Background: an optimization exercise with open tools, aiming at small area, a short achievable clock period and few clock cycles per item. Do not read the settings as production practice. In this exercise RTL edits were held to simulation tests only and were not proved equivalent to the original. Power and IR drop assume default switching activity.

--- design/flow/design.v ---
package smpo_pkg;
  localparam int POSE_COUNT  = 5;
  localparam int COORD_BITS  = 10;
  localparam int SHAPE_COUNT = 5;
  localparam int ADX_SPAN    = 19;
  localparam int QDEPTH      = 4;
  localparam logic [3:0]  POSE_MAX         = 4'(POSE_COUNT - 1);
  localparam logic [3:0]  SHAPE_MAX        = 4'(SHAPE_COUNT - 1);
  localparam logic [47:0] STEP_INTERVAL_US = 48'd40000;
  localparam logic [47:0] SILENCE_DELAY_US = 48'd200000;
  localparam logic [7:0]  BRIGHT_MIN       = 8'd20;
  localparam logic [4:0]  ADX_LAST         = 5'(ADX_SPAN - 1);
  typedef enum logic [1:0] {
    ACT_PIXEL  = 2'd0,
    ACT_LEVEL  = 2'd1,
    ACT_ACTIVE = 2'd2,
    ACT_FRAME  = 2'd3
  } act_e;
  typedef enum logic [2:0] {
    REG_LEFT     = 3'd0,
    REG_TOP      = 3'd1,
    REG_RIGHT    = 3'd2,
    REG_BOTTOM   = 3'd3,
    REG_CENTER_X = 3'd4,
    REG_CENTER_Y = 3'd5,
    REG_BLACK    = 3'd6,
    REG_WHITE    = 3'd7
  } cfg_idx_e;
  typedef struct packed {
    logic [1:0]            action;
    logic [COORD_BITS-1:0] pixel_x;
    logic [COORD_BITS-1:0] pixel_y;
    logic [15:0]           pixel_in;
    logic [7:0]            level;
    logic                  active_flag;
    logic [47:0]           now_us;
  } in_item_t;
  typedef struct packed {
    logic [15:0] pixel_out;
    logic [3:0]  shown_pose;
  } out_item_t;
  typedef struct packed {
    logic [9:0]  mouth_left;
    logic [9:0]  mouth_top;
    logic [10:0] mouth_right;
    logic [10:0] mouth_bottom;
    logic [9:0]  mouth_center_x;
    logic [9:0]  mouth_center_y;
    logic [15:0] black_color;
    logic [15:0] white_color;
  } cfg_t;
  localparam cfg_t CFG_RESET = {
    10'd0,       
    10'd0,       
    11'd0,       
    11'd0,       
    10'd0,       
    10'd0,       
    16'h0000,    
    16'hFFFF     
  };
  typedef struct packed {
    logic                  compose;
    logic [COORD_BITS-1:0] pixel_x;
    logic [COORD_BITS-1:0] pixel_y;
    logic [15:0]           pixel_in;
    logic [3:0]            pose;
  } work_t;
endpackage
import smpo_pkg::*;
module smpo_fifo (
  input  logic          clk_i,
  input  logic          rst_ni,
  input  logic          push_i,
  input  smpo_pkg::work_t push_item_i,
  output logic          full_o,
  input  logic          pop_i,
  output logic          valid_o,
  output smpo_pkg::work_t head_o
);
  localparam int PTR_W = $clog2(QDEPTH);
  localparam int CNT_W = $clog2(QDEPTH + 1);
  localparam int WORK_BITS = 1 + 2 * COORD_BITS + 16 + 4;   
  logic [WORK_BITS-1:0] mem_q [0:QDEPTH-1];
  logic [PTR_W-1:0]   wr_q, wr_d, rd_q, rd_d;
  logic [CNT_W-1:0]   cnt_q, cnt_d;
  logic               do_push, do_pop;
  assign full_o  = (cnt_q == CNT_W'(QDEPTH));
  assign valid_o = (cnt_q != '0);
  assign head_o  = mem_q[rd_q];
  assign do_push = push_i && !full_o;
  assign do_pop  = pop_i && valid_o;
  always_comb begin
    wr_d  = do_push ? wr_q + 1'b1 : wr_q;
    rd_d  = do_pop ? rd_q + 1'b1 : rd_q;
    cnt_d = cnt_q;
    if (do_push && !do_pop) begin
      cnt_d = cnt_q + 1'b1;
    end else if (do_pop && !do_push) begin
      cnt_d = cnt_q - 1'b1;
    end
  end
  always_ff @(posedge clk_i or negedge rst_ni) begin
    if (!rst_ni) begin
      wr_q  <= '0;
      rd_q  <= '0;
      cnt_q <= '0;
    end else begin
      wr_q  <= wr_d;
      rd_q  <= rd_d;
      cnt_q <= cnt_d;
    end
  end
  always_ff @(posedge clk_i) begin
    if (do_push) begin
      mem_q[wr_q] <= push_item_i;
    end
  end
endmodule
import smpo_pkg::*;
module smpo_front (
  input  logic               clk_i,
  input  logic               rst_ni,
  input  logic               in_valid_i,
  output logic               in_stall_o,
  input  smpo_pkg::in_item_t in_item_i,
  input  logic               q_full_i,
  output logic               push_o,
  output smpo_pkg::work_t    push_item_o
);
  logic        active_q, active_d;
  logic [3:0]  target_q, target_d;
  logic [3:0]  render_q, render_d;
  logic [47:0] voice_t_q, voice_t_d;
  logic [47:0] step_t_q, step_t_d;
  logic        accept;
  logic [3:0]  req_pose;
  logic [47:0] voice_gap, step_gap;
  assign in_stall_o = q_full_i;
  assign accept     = in_valid_i && !q_full_i;
  assign push_o     = accept;
  assign voice_gap  = in_item_i.now_us - voice_t_q;
  assign step_gap   = in_item_i.now_us - step_t_q;
  assign req_pose   = (in_item_i.level > {4'd0, POSE_MAX}) ? POSE_MAX : in_item_i.level[3:0];
  always_comb begin
    active_d  = active_q;
    target_d  = target_q;
    render_d  = render_q;
    voice_t_d = voice_t_q;
    step_t_d  = step_t_q;
    if (accept) begin
      case (in_item_i.action)
        ACT_PIXEL: begin
        end
        ACT_LEVEL: begin
          if (active_q) begin
            if (req_pose != 4'd0) begin
              voice_t_d = in_item_i.now_us;
              target_d  = req_pose;
            end else if (voice_gap >= SILENCE_DELAY_US) begin
              target_d = 4'd0;
            end
          end
        end
        ACT_ACTIVE: begin
          active_d  = in_item_i.active_flag;
          target_d  = 4'd0;
          render_d  = 4'd0;
          voice_t_d = in_item_i.active_flag ? in_item_i.now_us : 48'd0;
          step_t_d  = in_item_i.active_flag ? in_item_i.now_us : 48'd0;
        end
        ACT_FRAME: begin
          if (active_q && step_gap >= STEP_INTERVAL_US) begin
            if (render_q < target_q) begin
              render_d = render_q + 4'd1;
            end else if (render_q > target_q) begin
              render_d = render_q - 4'd1;
            end
            step_t_d = in_item_i.now_us;
          end
        end
        default: begin
        end
      endcase
    end
  end
  always_comb begin
    push_item_o.compose  = active_q && (in_item_i.action == ACT_PIXEL);
    push_item_o.pixel_x  = in_item_i.pixel_x;
    push_item_o.pixel_y  = in_item_i.pixel_y;
    push_item_o.pixel_in = in_item_i.pixel_in;
    push_item_o.pose     = render_d;
  end
  always_ff @(posedge clk_i or negedge rst_ni) begin
    if (!rst_ni) begin
      active_q  <= 1'b0;
      target_q  <= 4'd0;
      render_q  <= 4'd0;
      voice_t_q <= 48'd0;
      step_t_q  <= 48'd0;
    end else begin
      active_q  <= active_d;
      target_q  <= target_d;
      render_q  <= render_d;
      voice_t_q <= voice_t_d;
      step_t_q  <= step_t_d;
    end
  end
endmodule
import smpo_pkg::*;
module smpo_back (
  input  logic                clk_i,
  input  logic                rst_ni,
  input  smpo_pkg::cfg_t      cfg_i,
  input  logic                q_valid_i,
  input  smpo_pkg::work_t     q_head_i,
  output logic                q_pop_o,
  output logic                out_valid_o,
  input  logic                out_stall_i,
  output smpo_pkg::out_item_t out_item_o
);
  localparam logic [4*ADX_SPAN-1:0] ARC_DROP_0 = 76'h0000000021100000000;
  localparam logic [4*ADX_SPAN-1:0] ARC_DROP_1 = 76'h0000003221110000000;
  localparam logic [4*ADX_SPAN-1:0] ARC_DROP_2 = 76'h0000543322110000000;
  localparam logic [4*ADX_SPAN-1:0] ARC_DROP_3 = 76'h0076543322110000000;
  localparam logic [4*ADX_SPAN-1:0] ARC_DROP_4 = 76'h9876544322111000000;
  function automatic [2:0] shape_of;
    input [3:0] pose;
    shape_of = (pose > SHAPE_MAX) ? SHAPE_MAX[2:0] : pose[2:0];
  endfunction
  function automatic [4:0] arc_half;
    input [2:0] s;
    reg [4:0] r;
    case (s)
      3'd0:    r = 5'd10;
      3'd1:    r = 5'd12;
      3'd2:    r = 5'd14;
      3'd3:    r = 5'd16;
      default: r = 5'd18;
    endcase
    arc_half = r;
  endfunction
  function automatic [3:0] arc_depth;
    input [2:0] s;
    reg [3:0] r;
    case (s)
      3'd0:    r = 4'd2;
      3'd1:    r = 4'd3;
      3'd2:    r = 4'd5;
      3'd3:    r = 4'd7;
      default: r = 4'd9;
    endcase
    arc_depth = r;
  endfunction
  function automatic [2:0] arc_thick;
    input [2:0] s;
    reg [2:0] r;
    case (s)
      3'd0:    r = 3'd2;
      3'd1:    r = 3'd2;
      3'd2:    r = 3'd3;
      3'd3:    r = 3'd3;
      default: r = 3'd4;
    endcase
    arc_thick = r;
  endfunction
  function automatic [3:0] arc_drop;
    input [2:0] s;
    input [4:0] adx;
    reg [3:0] r;
    if (adx > ADX_LAST || s > SHAPE_MAX[2:0]) begin
      r = 4'd0;
    end else begin
      case (s)
        3'd0:    r = ARC_DROP_0[4*adx +: 4];
        3'd1:    r = ARC_DROP_1[4*adx +: 4];
        3'd2:    r = ARC_DROP_2[4*adx +: 4];
        3'd3:    r = ARC_DROP_3[4*adx +: 4];
        default: r = ARC_DROP_4[4*adx +: 4];
      endcase
    end
    arc_drop = r;
  endfunction
  logic        adv;
  logic        a_valid_q;
  logic        a_erase_q, a_erase_d;
  logic        a_arc_q, a_arc_d;
  logic [4:0]  a_adx_q;
  logic [2:0]  a_shape_q, a_shape_d;
  logic [9:0]  a_y_q;
  logic [15:0] a_pix_q;
  logic [3:0]  a_pose_q;
  logic        in_rect, bright;
  logic [7:0]  weight;
  logic [10:0] adx;
  logic [10:0] base, y_ext, off;
  logic        on_arc;
  smpo_pkg::out_item_t   out_q, out_d;
  logic        out_valid_q;
  assign adv         = !out_valid_q || !out_stall_i;
  assign q_pop_o     = adv && q_valid_i;
  assign out_valid_o = out_valid_q;
  assign out_item_o  = out_q;
  always_comb begin
    in_rect = (q_head_i.pixel_x >= cfg_i.mouth_left)
           && ({1'b0, q_head_i.pixel_x} < cfg_i.mouth_right)
           && (q_head_i.pixel_y >= cfg_i.mouth_top)
           && ({1'b0, q_head_i.pixel_y} < cfg_i.mouth_bottom);
    weight  = {2'b0, q_head_i.pixel_in[15:11], 1'b0}
            + {2'b0, q_head_i.pixel_in[10:5]}
            + {2'b0, q_head_i.pixel_in[4:0], 1'b0};
    bright  = (weight >= BRIGHT_MIN);
    if (q_head_i.pixel_x < cfg_i.mouth_center_x) begin
      adx = {1'b0, cfg_i.mouth_center_x} - {1'b0, q_head_i.pixel_x};
    end else begin
      adx = {1'b0, q_head_i.pixel_x} - {1'b0, cfg_i.mouth_center_x};
    end
    a_shape_d = shape_of(q_head_i.pose);
    a_erase_d = q_head_i.compose && in_rect && bright;
    a_arc_d   = q_head_i.compose && (adx <= {6'd0, arc_half(a_shape_d)});
  end
  always_comb begin
    base   = {1'b0, cfg_i.mouth_center_y} + {7'd0, arc_depth(a_shape_q)}
           - {7'd0, arc_drop(a_shape_q, a_adx_q)};
    y_ext  = {1'b0, a_y_q};
    off    = y_ext - base;
    on_arc = a_arc_q && (y_ext >= base) && (off < {8'd0, arc_thick(a_shape_q)});
    out_d.shown_pose = a_pose_q;
    if (on_arc) begin
      out_d.pixel_out = cfg_i.white_color;
    end else if (a_erase_q) begin
      out_d.pixel_out = cfg_i.black_color;
    end else begin
      out_d.pixel_out = a_pix_q;
    end
  end
  always_ff @(posedge clk_i or negedge rst_ni) begin
    if (!rst_ni) begin
      a_valid_q   <= 1'b0;
      out_valid_q <= 1'b0;
    end else if (adv) begin
      a_valid_q   <= q_valid_i;
      out_valid_q <= a_valid_q;
    end
  end
  always_ff @(posedge clk_i) begin
    if (adv) begin
      a_erase_q <= a_erase_d;
      a_arc_q   <= a_arc_d;
      a_adx_q   <= adx[4:0];
      a_shape_q <= a_shape_d;
      a_y_q     <= q_head_i.pixel_y;
      a_pix_q   <= q_head_i.pixel_in;
      a_pose_q  <= q_head_i.pose;
      out_q     <= out_d;
    end
  end
endmodule
import smpo_pkg::*;
module speech_mouth_pixel_overlay (
  input  logic                clk_i,
  input  logic                rst_ni,
  input  logic                in_valid_i,
  output logic                in_stall_o,
  input  logic [94:0]         in_item_i,
  output logic                out_valid_o,
  input  logic                out_stall_i,
  output logic [19:0]         out_item_o,
  input  logic                cfg_we_i,
  input  logic [2:0]          cfg_idx_i,
  input  logic [15:0]         cfg_data_i
);
  smpo_pkg::cfg_t      cfg_q;
  smpo_pkg::in_item_t  in_item;
  smpo_pkg::out_item_t out_item;
  assign in_item    = smpo_pkg::in_item_t'(in_item_i);
  assign out_item_o = 20'(out_item);
  logic  push, q_full, q_valid, q_pop;
  smpo_pkg::work_t push_item, q_head;
  always_ff @(posedge clk_i or negedge rst_ni) begin
    if (!rst_ni) begin
      cfg_q <= CFG_RESET;
    end else if (cfg_we_i) begin
      case (cfg_idx_i)
        REG_LEFT:     cfg_q.mouth_left     <= cfg_data_i[9:0];
        REG_TOP:      cfg_q.mouth_top      <= cfg_data_i[9:0];
        REG_RIGHT:    cfg_q.mouth_right    <= cfg_data_i[10:0];
        REG_BOTTOM:   cfg_q.mouth_bottom   <= cfg_data_i[10:0];
        REG_CENTER_X: cfg_q.mouth_center_x <= cfg_data_i[9:0];
        REG_CENTER_Y: cfg_q.mouth_center_y <= cfg_data_i[9:0];
        REG_BLACK:    cfg_q.black_color    <= cfg_data_i;
        REG_WHITE:    cfg_q.white_color    <= cfg_data_i;
        default: begin
        end
      endcase
    end
  end
  smpo_front u_front (
    .clk_i       (clk_i),
    .rst_ni      (rst_ni),
    .in_valid_i  (in_valid_i),
    .in_stall_o  (in_stall_o),
    .in_item_i   (in_item),
    .q_full_i    (q_full),
    .push_o      (push),
    .push_item_o (push_item)
  );
  smpo_fifo u_fifo (
    .clk_i       (clk_i),
    .rst_ni      (rst_ni),
    .push_i      (push),
    .push_item_i (push_item),
    .full_o      (q_full),
    .pop_i       (q_pop),
    .valid_o     (q_valid),
    .head_o      (q_head)
  );
  smpo_back u_back (
    .clk_i       (clk_i),
    .rst_ni      (rst_ni),
    .cfg_i       (cfg_q),
    .q_valid_i   (q_valid),
    .q_head_i    (q_head),
    .q_pop_o     (q_pop),
    .out_valid_o (out_valid_o),
    .out_stall_i (out_stall_i),
    .out_item_o  (out_item)
  );
endmodule
--- design/flow/constraint.sdc ---
create_clock -name core_clock -period 6.0 [get_ports {clk_i}]
set_input_delay 1.2000 -clock core_clock [delete_from_list [all_inputs] [get_ports {clk_i}]]
set_output_delay 1.2000 -clock core_clock [all_outputs]
set_load 0.01 [all_outputs]
--- design/flow/config.mk ---
export PLATFORM = sky130hd
export DESIGN_NAME = speech_mouth_pixel_overlay
export DESIGN_NICKNAME = speech_mouth_pixel_overlay
export VERILOG_FILES = /design/flow/design.v
export SDC_FILE = /design/flow/constraint.sdc
export NUM_CORES = 4
export LEC_CHECK = 0
export CAP_MARGIN = 20
export CORE_MARGIN = 2
export CORE_UTILIZATION = 40
export SLEW_MARGIN = 20
--- design/flow/run.sh ---
#!/bin/bash
# synth_recipe.tcl (not shown) runs the flow's synth.tcl, then flattens the netlist and writes it again
# the make line also repeats each setting of config.mk as NAME=value (left out here)
make -C /OpenROAD-flow-scripts/flow DESIGN_CONFIG=/design/flow/config.mk WORK_HOME=/design/flow/orfs CLKGATE_MAP_FILE= SYNTH_SCRIPT=/design/flow/synth_recipe.tcl finish
==> impl_metrics.json <==
{
  "fp-row-count": 94,
  "ys_seq_area_share_pct": 44.8,
  "drive_gt1_share_pct": 14.5,
  "nets": 3109,
  "pre_cts_slack_ns": 0.0373,
  "die_y_um": 262,
  "clockBufferDepth": 3,
  "initial_utilization_pct": 40.5,
  "first_pass_iters": 6,
  "drt-initial-drc-count": 1188,
  "htree_levels": 2,
  "synth_seq_cells": 432,
  "p_total_mw": 17.1,
  "start_kind": "register",
  "reg2reg_to": "u_back.out_q[14]",
  "cp_max_fo": 16,
  "power.share.sequential_pct": 27.0,
  "grt_max_degree": 126,
  "ir_worst_vdd_mv": 0.304,
  "final_antenna_net_count": 0,
  "cp-endpoint": "u_back.out_q[14]",
  "wl_um": 73000,
  "ios": 141,
  "drc": 0,
  "grt_pass1_vias": 21048,
  "die-area_sq_um": 68800,
  "fillers": 6001,
  "antenna_found_initial": 3,
  "gp_congestion": 0.926,
  "setup_viol": 0,
  "synth_nets": 2911,
  "fin_util_pct": 47.9,
  "netlist_area_sq_um": 26700,
  "critPathArrivalTime_ns": 6.03,
  "p_sw_mw": 7.02,
  "r2r-start": "u_back.a_adx_q[1]",
  "setup_tns_ns": 0,
  "tightest_slew_ns": 1.06,
  "intPower_mw": 10.1,
  "ys_types": 88,
  "placed_cells": 3571,
  "critical_path_class": "register to register",
  "clkPwrFrac_pct": 19.1,
  "maxSlewViolCount": 0,
  "track_usage_pct": 21.0,
  "hold_viol_final": 0,
  "instances_no_fill": 3681,
  "pwr-share-comb_pct": 53.8,
  "hold_path_class": "register to register",
  "post-route-min-period_ns": 5.67,
  "cts.clk_slew.worst_paths_ns": 0.06,
  "yosys_warnings": 4,
  "overflow": 0,
  "port_buffers": 140,
  "hold_buffers": 0,
  "dpl.hpwl_um": 55400,
  "cts_root_buffer": "clkbuf_16",
  "swShare_pct": 40.9,
  "fin_crit_sh_pct": 94.4,
  "postSynthCellCount": 2575,
  "grt_pass1_wl_um": 116000,
  "die_w_um": 262,
  "core-area_sq_um": 65900,
  "cts_tree": "done",
  "worst_slack_ns": 0.334,
  "maxCapViolCount": 0,
  "critical_path.startpoint": "u_back.a_adx_q[1]",
  "powerDensity_nw_per_um2": 544,
  "leakagePower_nw": 13.2,
  "wl_per_cell_um": 19.8,
  "vias_per_cell": 5.53,
  "clock_sinks": 432,
  "crit_path_end_kind": "register",
  "antenna_cells": 0,
  "async_flop_share_pct": 48.1,
  "synthFlopType": "edfxtp_1",
  "timing.clock.skew_ns": 0.0400,
  "slew_headroom_pct": 29.5,
  "worst_ep_required_time_ns": 6.36,
  "fmax_mhz": 176,
  "clk_latency_ns": 0.63,
  "r2r_slack_ns": 0.33,
  "numCtsBuffers": 52,
  "reg2regPathDepth": 27,
  "syn_to_final_growth_pct": 18.1,
  "status": "finished clean",
  "via_count": 20364,
  "syn_area_per_cell_sq_um": 10.4,
  "synth_edf_count": 224
}
how the worst min path moves through the flow:
| stage | startpoint | endpoint | slack [ns] | cells after the start |
|---|---|---|---|---|
| 2_1_floorplan | u_back.a_pose_q[0] | u_back.out_q[0] | 0.40 | 0 |
| 3_3_place_gp | u_back.a_pose_q[3] | u_back.out_q[3] | 0.41 | 0 |
| 3_5_place_dp | u_back.a_pose_q[0] | u_back.out_q[0] | 0.41 | 0 |
| 4_1_cts | u_back.a_pose_q[0] | u_back.out_q[0] | 0.42 | 0 |
| 5_1_grt | u_back.a_pose_q[0] | u_back.out_q[0] | 0.44 | 0 |
| 6_report | u_back.a_pose_q[0] | u_back.out_q[0] | 0.42 | 0 |
through the flow:
stage                     instance area [sq um]  hold WS [ns]
after floorplan                           26700         0.400
after global placement                    29500         0.410
after detailed placement                  29600         0.407
after CTS                                 31400         0.419
after global routing                      31500         0.435
final                                     31500         0.419
synthesized netlist by cell type (16+ instances only):
cell type | number | area, sq um
mux2i_1 | 18 | 180
dfstp_2 | 16 | 420
nand2b_1 | 31 | 194
nor2b_1 | 18 | 113
a31oi_1 | 19 | 119
nand3_1 | 55 | 275
xor2_1 | 34 | 298
o21bai_1 | 22 | 165
nor3_1 | 26 | 130
ha_1 | 205 | 2560
o21a_1 | 23 | 173
inv_1 | 270 | 1010
o2bb2ai_1 | 30 | 263
mux2_2 | 99 | 1110
or3_1 | 24 | 150
nand4_1 | 26 | 163
a21oi_1 | 155 | 776
mux4_2 | 41 | 923
o21ai_0 | 173 | 866
o211ai_1 | 16 | 120
dfrtp_1 | 192 | 4800
nor4_1 | 19 | 119
edfxtp_1 | 224 | 6730
nor2_1 | 111 | 417
a21o_1 | 71 | 533
clkbuf_1 | 86 | 323
xnor2_1 | 43 | 377
nand2_1 | 263 | 987
cells by family (layout without fill, tap and decap cells):
family	after synthesis	after routing	share of synthesized area, %
AO/OA/AOI/OAI	669	669	16.7
AND/OR/NAND/NOR	646	646	11.6
flip-flops	432	432	44.8
buffers and inverters	376	618	5.58
adder cells (fa/ha/maj)	217	217	10.5
multiplexers	158	158	8.31
XOR/XNOR	77	77	2.53
flip-flops by register name, summed over array words and instances (netlist names), 4 cells and up:
signal and count:
cfg_q 94, u_back.a_adx_q 5, u_back.a_pix_q 16, u_back.a_pose_q 4
u_back.a_y_q 10, u_back.out_q 20, u_fifo.mem_q 164, u_front.render_q 4
u_front.step_t_q 48, u_front.target_q 4, u_front.voice_t_q 48
power by group through the flow:
| stage | registers (mW) | logic (mW) | clock network (mW) |
|---|---|---|---|
| 2_1_floorplan | 4.53 | 6.51 | 0 |
| 3_3_place_gp | 4.66 | 8.81 | 0 |
| 3_5_place_dp | 4.70 | 9.06 | 0 |
| 4_1_cts | 4.65 | 9.10 | 3.37 |
| 5_1_grt | 4.74 | 10.3 | 3.49 |
| 6_report | 4.64 | 9.23 | 3.28 |
critical path, cell delays in order, from the launching register on:
cell and delay (ns):
edfxtp_1 0.46, buf_4 0.19, buf_4 0.15, o21ai_0 0.28
o21ai_0 0.15, a31oi_1 0.19, nor2_1 0.08, fa_1 0.48
inv_1 0.05, ha_1 0.34, a21o_1 0.19, a21oi_2 0.17
o21bai_1 0.10, a21oi_2 0.18, nor2b_1 0.06, o21a_1 0.18
o21ai_1 0.17, nand2_1 0.08, ha_1 0.33, o21ai_0 0.10
nand3b_1 0.08, o21ai_0 0.10, a21oi_1 0.13, nand4b_1 0.13
nor4_2 0.33, o2111ai_2 0.16, buf_4 0.24, mux2_2 0.30
layer usage:
metal	vias up	track usage, %	part of all wire (%)
met4	6	7.05	3.3
met5	-	0	0.045
met2	429	38.2	51
li1	9760	-	-
met3	150	2.71	3.8
met1	10019	25.5	42
area by class of cell:
class	count	area (sq um)	area share (%)
flip-flops and latches	432	12000	37.9
multi-input cells	1767	13400	42.4
inverters	271	1020	3.23
clock buffers	69	1450	4.58
clock inverters	29	372	1.18
repair buffers	249	2300	7.30
well taps	864	1080	3.43
placed cells by master (no fill, tap or decap), types with 11 or more instances in the layout:
cell | netlist | layout
mux2_2 | 99 | 99
o31ai_1 | 11 | 11
nor2b_1 | 18 | 18
nand4_1 | 26 | 26
a31oi_1 | 19 | 19
a211oi_1 | 15 | 15
o211ai_1 | 16 | 16
nand2b_1 | 31 | 29
ha_1 | 205 | 205
o2bb2ai_1 | 30 | 30
o21ai_0 | 173 | 172
dfrtp_1 | 192 | 190
xor2_1 | 34 | 34
a21o_1 | 71 | 71
nand2_1 | 263 | 262
nor3_1 | 26 | 23
fa_1 | 12 | 12
nor4_1 | 19 | 18
a22oi_1 | 13 | 13
o21bai_1 | 22 | 22
clkbuf_16 | 0 | 52
xnor2_1 | 43 | 43
dfstp_2 | 16 | 16
nand3_1 | 55 | 55
a21oi_1 | 155 | 149
buf_4 | 3 | 102
nor2_1 | 111 | 111
inv_1 | 270 | 270
o21a_1 | 23 | 23
edfxtp_1 | 224 | 224
clkdlybuf4s50_1 | 0 | 139
or3_1 | 24 | 24
mux2i_1 | 18 | 18
mux4_2 | 41 | 41
timing repair:
item                                    4_1_cts  5_1_grt
hold endpoints to repair                      0        0
endpoints found under the setup margin        0       16
buffers inserted                              0       10
resized for setup                             0        9
Testbench counts, summed over its fixed seeds: cycles 26,770, items 24,000.

[re-timing with driven ports]
No port has a modelled driver above. Below, the same layout with a new extraction and two added sets of constraints.
Step 1: set_driving_cell puts a clkbuf_16 on clk_i and a buf_2 on each other input, an assumption about the parent block.
Step 2, shift: input delay + t, output delay - t, t = (earliest + latest rising clock arrival at the registers) / 2. This alone moves slack from input paths to output paths.
Three values: no drivers, after step 1, after step 2; two values: the first two.
t, ns: 0.669
setup slack, ns: 0.334 / 0.334 / -0.030
worst setup path at the end: input to register
With both steps, setup timing fails in this run, where it was met with ideal ports. For this run, drivers alone change the setup slack by 0.000 ns; drivers and shift together by -0.364 ns.
